Background: an optimization exercise with open tools, aiming at small area, a short achievable clock period and few clock cycles per item. Do not read the settings as production practice. No functional check of the RTL was part of any run shown here. The flow treats the clock pin as an ideal source, which a real chip does not have.

## flow/design.v (module list and top-level ports; edited modules follow where they fit)
// module dense_layer: 2878 lines
// module dl_fa: 10 lines
// module dl_ha: 9 lines
module dense_layer #(
    parameter int NUM_INPUTS    = 4,
    parameter int NUM_OUTPUTS   = 4,
    parameter int FP_TOTAL_BITS = 16,
    parameter int FP_FRAC_BITS  = 8
) (
    input  logic                                                      clk,
    input  logic                                                      reset,
    input  logic                                                      start,
    input  logic [NUM_INPUTS-1:0][FP_TOTAL_BITS-1:0]                  input_vector,
    input  logic [NUM_OUTPUTS-1:0][NUM_INPUTS-1:0][FP_TOTAL_BITS-1:0] weight_matrix,
    input  logic [NUM_OUTPUTS-1:0][FP_TOTAL_BITS-1:0]                 bias_vector,
    output logic [NUM_OUTPUTS-1:0][FP_TOTAL_BITS-1:0]                 layer_out,
    output logic                                                      busy,
    output logic                                                      done
);
  // ...
==> flow/flow/run.sh <==
#!/bin/bash
# Own flow: the standard layout (standard.sh, unchanged synthesis), with
#  - port buffers of the smallest buffer cell instead of the default delay cell,
#  - the setup repair margin from flow/margin.txt, and any further ORFS make
#    variables listed one per line in flow/extra.txt.
# Every tool writes its full output under orfs/logs/; make's own output goes to flow.log here.
set -uo pipefail
MARGIN=$(cat flow/margin.txt 2>/dev/null || echo 5)
EXTRA=()
if [[ -f flow/extra.txt ]]; then
  while IFS= read -r line; do [[ -n "$line" ]] && EXTRA+=("$line"); done < flow/extra.txt
fi
bash standard.sh finish \
  "BUFFER_PORTS_ARGS=-buffer_cell sky130_fd_sc_hd__buf_1" \
  "SETUP_SLACK_MARGIN=$MARGIN" "${EXTRA[@]}" > flow.log 2>&1
rc=$?
cp -r orfs/logs flow_logs 2>/dev/null || true
exit $rc
==> flow/flow/extra.txt <==
SETUP_MOVE_SEQUENCE=unbuffer,sizeup,swap
==> flow/flow/margin.txt <==
6.0
==> flow/standard.sh <==
#!/bin/bash
# synth_recipe.tcl (not shown) runs the flow's synth.tcl, then flattens the netlist and writes it again
# the make line also repeats each setting of config.mk as NAME=value (left out here)
make -C /OpenROAD-flow-scripts/flow DESIGN_CONFIG=/design/flow/config.mk WORK_HOME=/design/flow/orfs CLKGATE_MAP_FILE= SYNTH_SCRIPT=/design/flow/synth_recipe.tcl "${@:-finish}"
==> flow/config.mk <==
export PLATFORM = sky130hd
export DESIGN_NAME = dense_layer
export DESIGN_NICKNAME = dense_layer
export VERILOG_FILES = /design/flow/design.v
export SDC_FILE = /design/flow/constraint.sdc
export NUM_CORES = 4
export LEC_CHECK = 0
export ABC_AREA = 1
export CAP_MARGIN = 20
export CORE_MARGIN = 2
export CORE_UTILIZATION = 40
export CTS_CLUSTER_DIAMETER = 120
export CTS_CLUSTER_SIZE = 24
export SETUP_SLACK_MARGIN = 5
export SLEW_MARGIN = 20
export SYNTH_HIERARCHICAL = 1
export SYNTH_MINIMUM_KEEP_SIZE = 0
export TNS_END_PERCENT = 0
==> flow/constraint.sdc <==
create_clock -name core_clock -period 10.0 [get_ports {clk}]
set_input_delay 2.0000 -clock core_clock [delete_from_list [all_inputs] [get_ports {clk}]]
set_output_delay 2.0000 -clock core_clock [all_outputs]
set_load 0.01 [all_outputs]
==> flow_summary.toml, run 1 <==
[run_status]
status = "complete, no violations"

[synthesis]
synth_compound_area_share_pct = 8.646
syn_inst = 4083
synth_cell_type_count = 35
post_synth_xor_area_fraction_pct = 11.99
synth_edf_count = 194

[placement]
post_dp_cell_area_um2 = 43680
pre_cts_ws_ps = 5910
dp_cells = 5703
gp_congestion = 0.9904

[clock_network]
path_clk_slew_ps = 100

[timing]
maxSlewViolCount = 0
worstMarginPinSlew_ps = 1025
hold_slack_ps = 415.9
hold_viol = 0
finalSetupViolCount = 0
final.min_clock_period_ps = 4078

[die]
ios = 453

[routing]
wl_per_cell_um = 23.42

[worst_setup_path]
crit_type = "flop to flop"
cp-start-kind = "flop"
cpPeakStageDelay_ps = 640
crit_fanout = 15
crit_buf_inv = 1
worstPathCellList = "clkinvlp_4, o22ai_1, xor2_1, fa_1, fa_1, fa_1, fa_1, fa_1"

[finish]
final_cell_count_no_fill = 5766
clk_share_pct = 2.418
drive_gt1_share_pct = 3.276
buffers = 456
flops_and_latches = 629
largest_reg_flops = 108

[global_routing]
overflow = 0
grt_max_degree = 191
antenna_found_initial = 6
use_met3_pct = 4.951
==> inputs of run 2 (changes only) <==
==> flow/flow/run.sh (replaced) <==
#!/bin/bash
# Own flow: the standard layout (standard.sh, unchanged synthesis), with
#  - port buffers of the smallest buffer cell instead of the default delay cell,
#  - the setup repair margin from flow/margin.txt and further ORFS make variables
#    from flow/extra.txt (one per line),
#  - after clock tree synthesis, one extra clock buffer in front of the pipeline registers
#    (pipe1*, which only talk to other registers) per clock leaf net, so that they are clocked
#    a little later: useful skew between the two register-to-register pipeline stages
#    (flow/skew.tcl). Input and output registers keep the clock tree as built.
# Every tool writes its full output to a log: make's to flow_cts.log and flow.log, the skew
# step's to skew.log, ORFS's own per-step logs under orfs/logs/.
set -uo pipefail
MARGIN=$(cat flow/margin.txt 2>/dev/null || echo 5)
EXTRA=()
if [[ -f flow/extra.txt ]]; then
  while IFS= read -r line; do [[ -n "$line" ]] && EXTRA+=("$line"); done < flow/extra.txt
fi
ARGS=("BUFFER_PORTS_ARGS=-buffer_cell sky130_fd_sc_hd__buf_1" "SETUP_SLACK_MARGIN=$MARGIN" "${EXTRA[@]}")
bash standard.sh cts "${ARGS[@]}" > flow_cts.log 2>&1 || exit 1
R=orfs/results/sky130hd/dense_layer/base
SKEW_IN=$R/4_cts.odb SKEW_OUT=$R/4_cts_skew.odb openroad -no_init -exit flow/skew.tcl > skew.log 2>&1 || exit 1
cp $R/4_cts_skew.odb $R/4_cts.odb
bash standard.sh finish "${ARGS[@]}" > flow.log 2>&1
rc=$?
cp -r orfs/logs flow_logs 2>/dev/null || true
exit $rc
==> flow/flow/skew.tcl (new file) <==
# Delay the clock of the pipeline registers (pipe1*, reg-to-reg only) by one clock buffer
# per clock leaf net that reaches them.
set in_odb $::env(SKEW_IN)
set out_odb $::env(SKEW_OUT)
read_db $in_odb
set db [ord::get_db]
set block [ord::get_db_block]
set groups [dict create]
foreach inst [$block getInsts] {
  if {[string match "pipe1*" [$inst getName]]} {
    set it [$inst findITerm CLK]
    dict lappend groups [[$it getNet] getName] $inst
  }
}
set i 0
dict for {nname insts} $groups {
  set net [$block findNet $nname]
  set n [llength $insts]
  if {$n <= 4} { set cell sky130_fd_sc_hd__clkbuf_4 } elseif {$n <= 14} { set cell sky130_fd_sc_hd__clkbuf_8 } else { set cell sky130_fd_sc_hd__clkbuf_16 }
  set buf [odb::dbInst_create $block [$db findMaster $cell] skew_buf_$i]
  set nn [odb::dbNet_create $block skew_clk_$i]
  $nn setSigType CLOCK
  [$buf findITerm A] connect $net
  [$buf findITerm X] connect $nn
  set sx 0; set sy 0; set n 0
  foreach inst $insts {
    set it [$inst findITerm CLK]
    $it disconnect
    $it connect $nn
    set loc [$inst getLocation]
    set sx [expr {$sx + [lindex $loc 0]}]; set sy [expr {$sy + [lindex $loc 1]}]; incr n
  }
  $buf setLocation [expr {$sx / $n}] [expr {$sy / $n}]
  $buf setPlacementStatus PLACED
  puts "skew: $nname -> skew_clk_$i ($cell) with $n flops"
  incr i
}
global_connect
detailed_placement
check_placement -verbose
write_db $out_odb
==> run 2 against run 1 <==
Effect of this change: clock skew increased by 150 ps; critical endpoint is now pipe1[13]; via count about the same; largest cell class unchanged; worst hold slack worse by 0.99 ps; sequential cell count unchanged.
==> flow_summary.toml, run 2 <==
[routing]
wl_per_cell_um = 23.42
ant_nets = 0
firstDrtPassIters = 6
drtIter0Drc = 2699
wirelength_mm = 135.3
drcViolationCount = 0
drt-vias-per-instance = 5.197
vias = 30020

[worst_setup_path]
timing.critical_path.mode_cell = "fa_1"
worstPathArrival_ps = 4680
cpMaxStageDelayCell = "fa_1"
crit_buf_inv = 1
r2r_end = "pipe1[13]"
end_kind = "flop"
required_ps = 10630
cp-start-kind = "flop"
crit_type = "flop to flop"
crit_fanout = 15
path_delay_family = "adder cells"
r2r_slack_ps = 5960
rr_worst_depth = 8
worstPathCellList = "inv_1, o22ai_1, xor2_1, fa_1, fa_1, fa_1, fa_1, fa_1"
rr_startpoint = "e_one[8]"
cpPeakStageDelay_ps = 600

[min_path]
hp-class = "flop to flop"
hold_depth = 2
min_from = "br1[11]"
min_to = "br0[11]"

[finish]
final_cell_mix = "999 x nand2_1, 534 x fa_1, 522 x xor2_1"
drive_gt1_share_pct = 3.202
final_cell_count_no_fill = 5776
areaGrowthSynthToFinish_pct = 9.803
nNetsFinal = 5355
largest_register = "pipe1"
final_common_cell = "nand2_1"
final_cell_area_um2 = 45000
largest_reg_flops = 108

[placement]
gp_congestion = 0.9904
post_dp_cell_area_um2 = 43680
dp_hpwl_mm = 108.5
io_buffers = 452
dp_cells = 5703

[synthesis]
synth_area_leaders = "fa_1 26%, dfxtp_1 21%, edfxtp_1 14%, xor2_1 11%, nand2_1 9.1%"
netlist.area_leader.share_pct = 26.23
ys.flop_type = "dfxtp_1"
synth.avg_cell_area_um2 = 10.04
synthArstFlopShare_pct = 0
synth.most_common_cell = "nand2_1"
seq_area_frac_synth_pct = 35.46
synth_seq_cells = 629
synthesis.area_um2 = 40980
yosys_warnings = 7
syn_inst = 4083
synth_area_leader_cell = "fa_1"
synth_common_cells = "999 x nand2_1, 537 x fa_1, 524 x xor2_1"
synth_edf_count = 194
synth_cell_type_count = 35

[timing]
hold_slack_ps = 414.9
rsz0062_at_grt = "true"
fin_crit_sh_pct = 40.42
final.min_clock_period_ps = 4042
finalSetupViolCount = 0
maxSlewViolCount = 0
fin_setup_tns_ps = 0
relSlewSlack_pct = 31.57
hold_viol = 0
worstMarginPinSlew_ps = 1026
clock_skew_ps = 176.7
max_freq_mhz = 247.4

[run_status]
status = "complete, no violations"

[global_routing]
antenna_found_initial = 6
grtUsageTotal_pct = 25.63
grt_pass1_wl_mm = 196.8
overflow = 0
grt_max_degree = 191
grt_pass1_vias = 29570

[clock_network]
path_clk_slew_ps = 110
post-cts-setup-buffers = 0
clock_sinks = 629
max-clock-path-buffers = 3
cts_made_buffers = 35
ctsHtreeMaxLevel = 2
cts_tree = "built"
root_buffer = "clkbuf_16"
clkLatencyLatePin_ps = 760

[die]
dieArea_um2 = 105000
fp.dieW_um = 324.1
ios = 453
row_count = 117
start_util_pct = 40.28
core_um2 = 101700
dieHeight_um = 324.1

[flow_run]
cap_viol_max_count = 0
run 2: through the flow:
stage	setup slack [ps]	util, %
detailed placement	5910	42.93
floorplan	6335	-
CTS	5912	44.01
finish	5958	44.23
global route	5944	44.23
global placement	5905	42.93
run 2: per-module statistics from Yosys (local to each module, per instance):
module       times used  cell area (µm²)  cells inside
dl_fa               537            20.02             1
dense_layer           1            30000          3527
dl_ha                19            12.51             1
run 2: repair_timing:
action,4_1_cts,5_1_grt
hold buffers,0,0
endpoints found under the setup margin,16,15
resized for setup,2,14
pin swaps,0,6
run 2: logic make-up (layout without fill, tap and decap cells):
kind of cell | after synthesis | in the layout | share of synthesized area [%]
DFF | 629 | 629 | 35.46
adders and majority gates | 587 | 587 | 27.76
buffers and inverters | 532 | 846 | 4.872
xor gates and xnor gates | 561 | 561 | 11.99
AOI/OAI and AO/OA | 583 | 583 | 8.646
and+or+nand+nor | 1190 | 1190 | 11.27
other | 1 | 12 | 0.009150
run 2: worst max path at each step:
stage,from,cells past startpoint,slack [ps],endpoint
after global routing,e_one[13],8,5940,pipe1[35]
after detailed placement,e_one[11],8,5910,pipe1[22]
final,e_one[8],8,5960,pipe1[13]
after CTS,e_one[13],8,5910,pipe1[61]
after global placement,wr0[0],8,5910,pipe1[19]
after floorplan,e_one[6],9,6330,pipe1[39]
run 2: cell type report:
cell class                      instances  area (µm²)
Buffer                                  9       151.4
Clock inverter                          9       128.9
Inverter                              321        1227
Sequential cell                       629       14540
Fill cell                            9863       56740
Clock buffer                           51       957.2
Multi-Input combinational cell       2929       24540
Tap cell                             1368        1712
Antenna cell                            4       10.01
Timing Repair Buffer                  456        1739
run 2: worst reg2reg max path, cell delays in order, from the launching register on:
cell	delay, ps
edfxtp_1	500
inv_1	530
o22ai_1	220
xor2_1	200
fa_1	600
fa_1	570
fa_1	470
fa_1	570
fa_1	400
run 2: per-layer routing:
metal	vias to the layer above	GRT usage (%)	part of all wire, %
met5	-	0	0
met1	14650	33.66	41
li1	13760	-	-
met3	225	5.045	8.1
met2	1387	40.91	46
met4	0	11.76	5.1
==> inputs of run 3 (changes only) <==
--- a/flow/flow/skew.tcl
+++ b/flow/flow/skew.tcl
@@ -20,7 +20,13 @@
   set buf [odb::dbInst_create $block [$db findMaster $cell] skew_buf_$i]
   set nn [odb::dbNet_create $block skew_clk_$i]
   $nn setSigType CLOCK
-  [$buf findITerm A] connect $net
+  # a small buffer in front adds a little more delay
+  set pre [odb::dbInst_create $block [$db findMaster sky130_fd_sc_hd__clkbuf_2] skew_pre_$i]
+  set pn [odb::dbNet_create $block skew_pre_clk_$i]
+  $pn setSigType CLOCK
+  [$pre findITerm A] connect $net
+  [$pre findITerm X] connect $pn
+  [$buf findITerm A] connect $pn
   [$buf findITerm X] connect $nn
   set sx 0; set sy 0; set n 0
   foreach inst $insts {
@@ -32,6 +38,8 @@
   }
   $buf setLocation [expr {$sx / $n}] [expr {$sy / $n}]
   $buf setPlacementStatus PLACED
+  $pre setLocation [expr {$sx / $n}] [expr {$sy / $n}]
+  $pre setPlacementStatus PLACED
   puts "skew: $nname -> skew_clk_$i ($cell) with $n flops"
   incr i
 }
==> run 3 against run 2 <==
Effect of this change: global-route usage is essentially flat; maximum frequency is 2.8% higher; largest cell class unchanged.
==> flow_summary.toml, run 3 <==
[clock_network]
post-cts-setup-buffers = 0
clkLatencyLatePin_ps = 860
hold_buffers = 0
cts_tree = "built"
cts_made_buffers = 35
ctsHtreeMaxLevel = 2
max-clock-path-buffers = 3
path_clk_slew_ps = 90
root_buffer = "clkbuf_16"
clock_sinks = 629

[worst_setup_path]
r2r_slack_ps = 6070
r2r_end = "pipe1[61]"
cp-start-kind = "flop"
startpoint = "e_one[13]"
crit_type = "flop to flop"
worstPathArrival_ps = 4660
rr_worst_depth = 8
crit_fanout = 15
required_ps = 10730
rr_startpoint = "e_one[13]"
end_kind = "flop"

[synthesis]
synth_edf_count = 194
synth_seq_cells = 629
synth_area_leader_cell = "fa_1"
seq_area_frac_synth_pct = 35.46
netlist.area_leader.share_pct = 26.23
syn_inst = 4083
synth.most_common_cell = "nand2_1"
synth_area_leaders = "fa_1 26%, dfxtp_1 21%, edfxtp_1 14%, xor2_1 11%, nand2_1 9.1%"
synthesis.area_um2 = 40980
ys.flop_type = "dfxtp_1"
synth.avg_cell_area_um2 = 10.04
yosys_warnings = 7
synth_common_cells = "999 x nand2_1, 537 x fa_1, 524 x xor2_1"
synth_cell_type_count = 35
synthArstFlopShare_pct = 0

[timing]
worst_slack_ps = 6069
clock_skew_ps = 275.2
fin_crit_sh_pct = 39.31
hold_viol = 0
worstMarginPinSlew_ps = 1023
maxSlewViolCount = 0
rsz0062_at_grt = "false"
fin_setup_tns_ps = 0
final.min_clock_period_ps = 3931
hold_slack_ps = 416.3
finalSetupViolCount = 0
relSlewSlack_pct = 31.77
max_freq_mhz = 254.4

[routing]
wirelength_mm = 135.5
drtIter0Drc = 2898
wl_per_cell_um = 23.42
drcViolationCount = 0
firstDrtPassIters = 5
vias = 30040
ant_nets = 0
drt-vias-per-instance = 5.192

[min_path]
min_from = "br1[11]"
hp-class = "flop to flop"
min_to = "br0[11]"
hold_depth = 2

[global_routing]
antenna_found_initial = 8
grt_max_degree = 191
grt_pass1_vias = 29690
overflow = 0
grtUsageTotal_pct = 25.66
grt_pass1_wl_mm = 197.0

[finish]
final_common_cell = "nand2_1"
drive_gt1_share_pct = 3.512
largest_register = "pipe1"
largest_reg_flops = 108
nNetsFinal = 5364
areaGrowthSynthToFinish_pct = 9.910
utilization_pct = 44.27
final_cell_mix = "997 x nand2_1, 537 x fa_1, 524 x xor2_1"
final_cell_area_um2 = 45050

[die]
core_um2 = 101700
start_util_pct = 40.28
dieArea_um2 = 105000
fp.dieW_um = 324.1
ios = 453
dieHeight_um = 324.1
row_count = 117

[placement]
gp_congestion = 0.9904
post_dp_cell_area_um2 = 43680
dp_hpwl_mm = 108.5
io_buffers = 452
pre_cts_ws_ps = 5910

[run_status]
status = "complete, no violations"

[flow_run]
cap_viol_max_count = 0
-- run 3: cell count changes in the layout (fill, tap and decap cells not counted), moves of 5 or more --
cell,change
o22ai_2,-5
clkbuf_2,+9
ha_1,-6
nor2_1,-5
o22ai_1,+5
ha_2,+6
-- run 3: per-layer routing --
layer  global-route usage (%)  up-vias  wire length (µm)  share of wire, %
met5                        0        -                12            0.0089
met4                    12.17        2              7009               5.2
met3                    5.088      207             11270               8.3
met2                    40.81     1365             62340                46
met1                    33.66    14680             54840                40
li1                         -    13780                 -                 -
-- run 3: worst max path at each step --
| stage | to | cells past startpoint |
|---|---|---|
| floorplan | pipe1[39] | 9 |
| global placement | pipe1[19] | 8 |
| detailed placement | pipe1[22] | 8 |
| CTS | pipe1[61] | 8 |
| global route | r_sat_hi | 15 |
| finish | pipe1[61] | 8 |
-- run 3: logic make-up (layout without fill, tap and decap cells) --
| kind of cell | after synthesis | count (layout) | synth area share [%] |
|---|---|---|---|
| flops | 629 | 629 | 35.46 |
| simple gates | 1190 | 1190 | 11.27 |
| xor+xnor | 561 | 561 | 11.99 |
| compound gates | 583 | 583 | 8.646 |
| other cells | 1 | 12 | 0.009150 |
| buf+inv | 532 | 855 | 4.872 |
| fa+ha+maj | 587 | 587 | 27.76 |
-- run 3: cell type report --
cell class / instances / area (µm²)
fillers: 9869 / 56700
multi-input cells: 2929 / 24550
flip-flops and latches: 629 / 14540
repair buffers: 456 / 1739
well taps: 1368 / 1712
inverters: 321 / 1216
clock buffers: 51 / 957.2
plain buffers: 18 / 196.4
clock inverters: 9 / 128.9
diodes: 4 / 10.01
-- run 3: timing repair --
| item | CTS | global route |
|---|---|---|
| gates resized for setup | 2 | 21 |
| pin swaps | 0 | 0 |
| endpoints found under the setup margin | 16 | 1 |
| gates cloned | 0 | 0 |
-- run 3: modules after synthesis, one instance, submodules excluded --
module | flops+latches | copies in the design
dl_ha | 0 | 19
dl_fa | 0 | 537
dense_layer | 629 | 1
-- run 3: per-stage QoR --
| step | std cells |
|---|---|
| after floorplan | 4090 |
| after global placement | 5703 |
| after detailed placement | 5703 |
| after CTS | 5763 |
| after global routing | 5783 |
| final | 5785 |
-- run 3: critical path, stage by stage, from the launching register on --
cell and delay [ps]:
edfxtp_1 510, inv_1 510, o22ai_1 210, xor2_1 210, fa_1 610, fa_1 530, fa_1 520, fa_1 450
fa_1 480

## afterwards: timing with drivers on the ports
The results above use ideal ports. As a check the final layouts listed here were re-extracted and re-timed, cells and wires unchanged. Step 1: set_driving_cell puts a clkbuf_16 on clk and a buf_2 on each other input, an assumption about the parent block. Step 2 times the ports against the registers' clock, not the clock port: input delays grow and output delays shrink by t, the midpoint of the rising clock arrivals with the driver on. Three values: no drivers, after step 1, after step 2; two values: the first two.
run | shift t [ns] | setup slack, ns | hold WS [ns] | slew at the worst register clock pin (ns) | cell pins on the clock port's net
run 1 | 0.693 | 5.922 / 5.922 / 5.922 | 0.416 / 0.416 / 0.416 | 0.10 / 0.10 | 1
run 2 | 0.746 | 5.958 / 5.958 / 5.958 | 0.415 / 0.415 / 0.415 | 0.11 / 0.11 | 1
run 3 | 0.795 | 6.069 / 6.069 / 6.069 | 0.416 / 0.416 / 0.416 | 0.11 / 0.11 | 1
After both steps setup and hold are still met in every run listed.
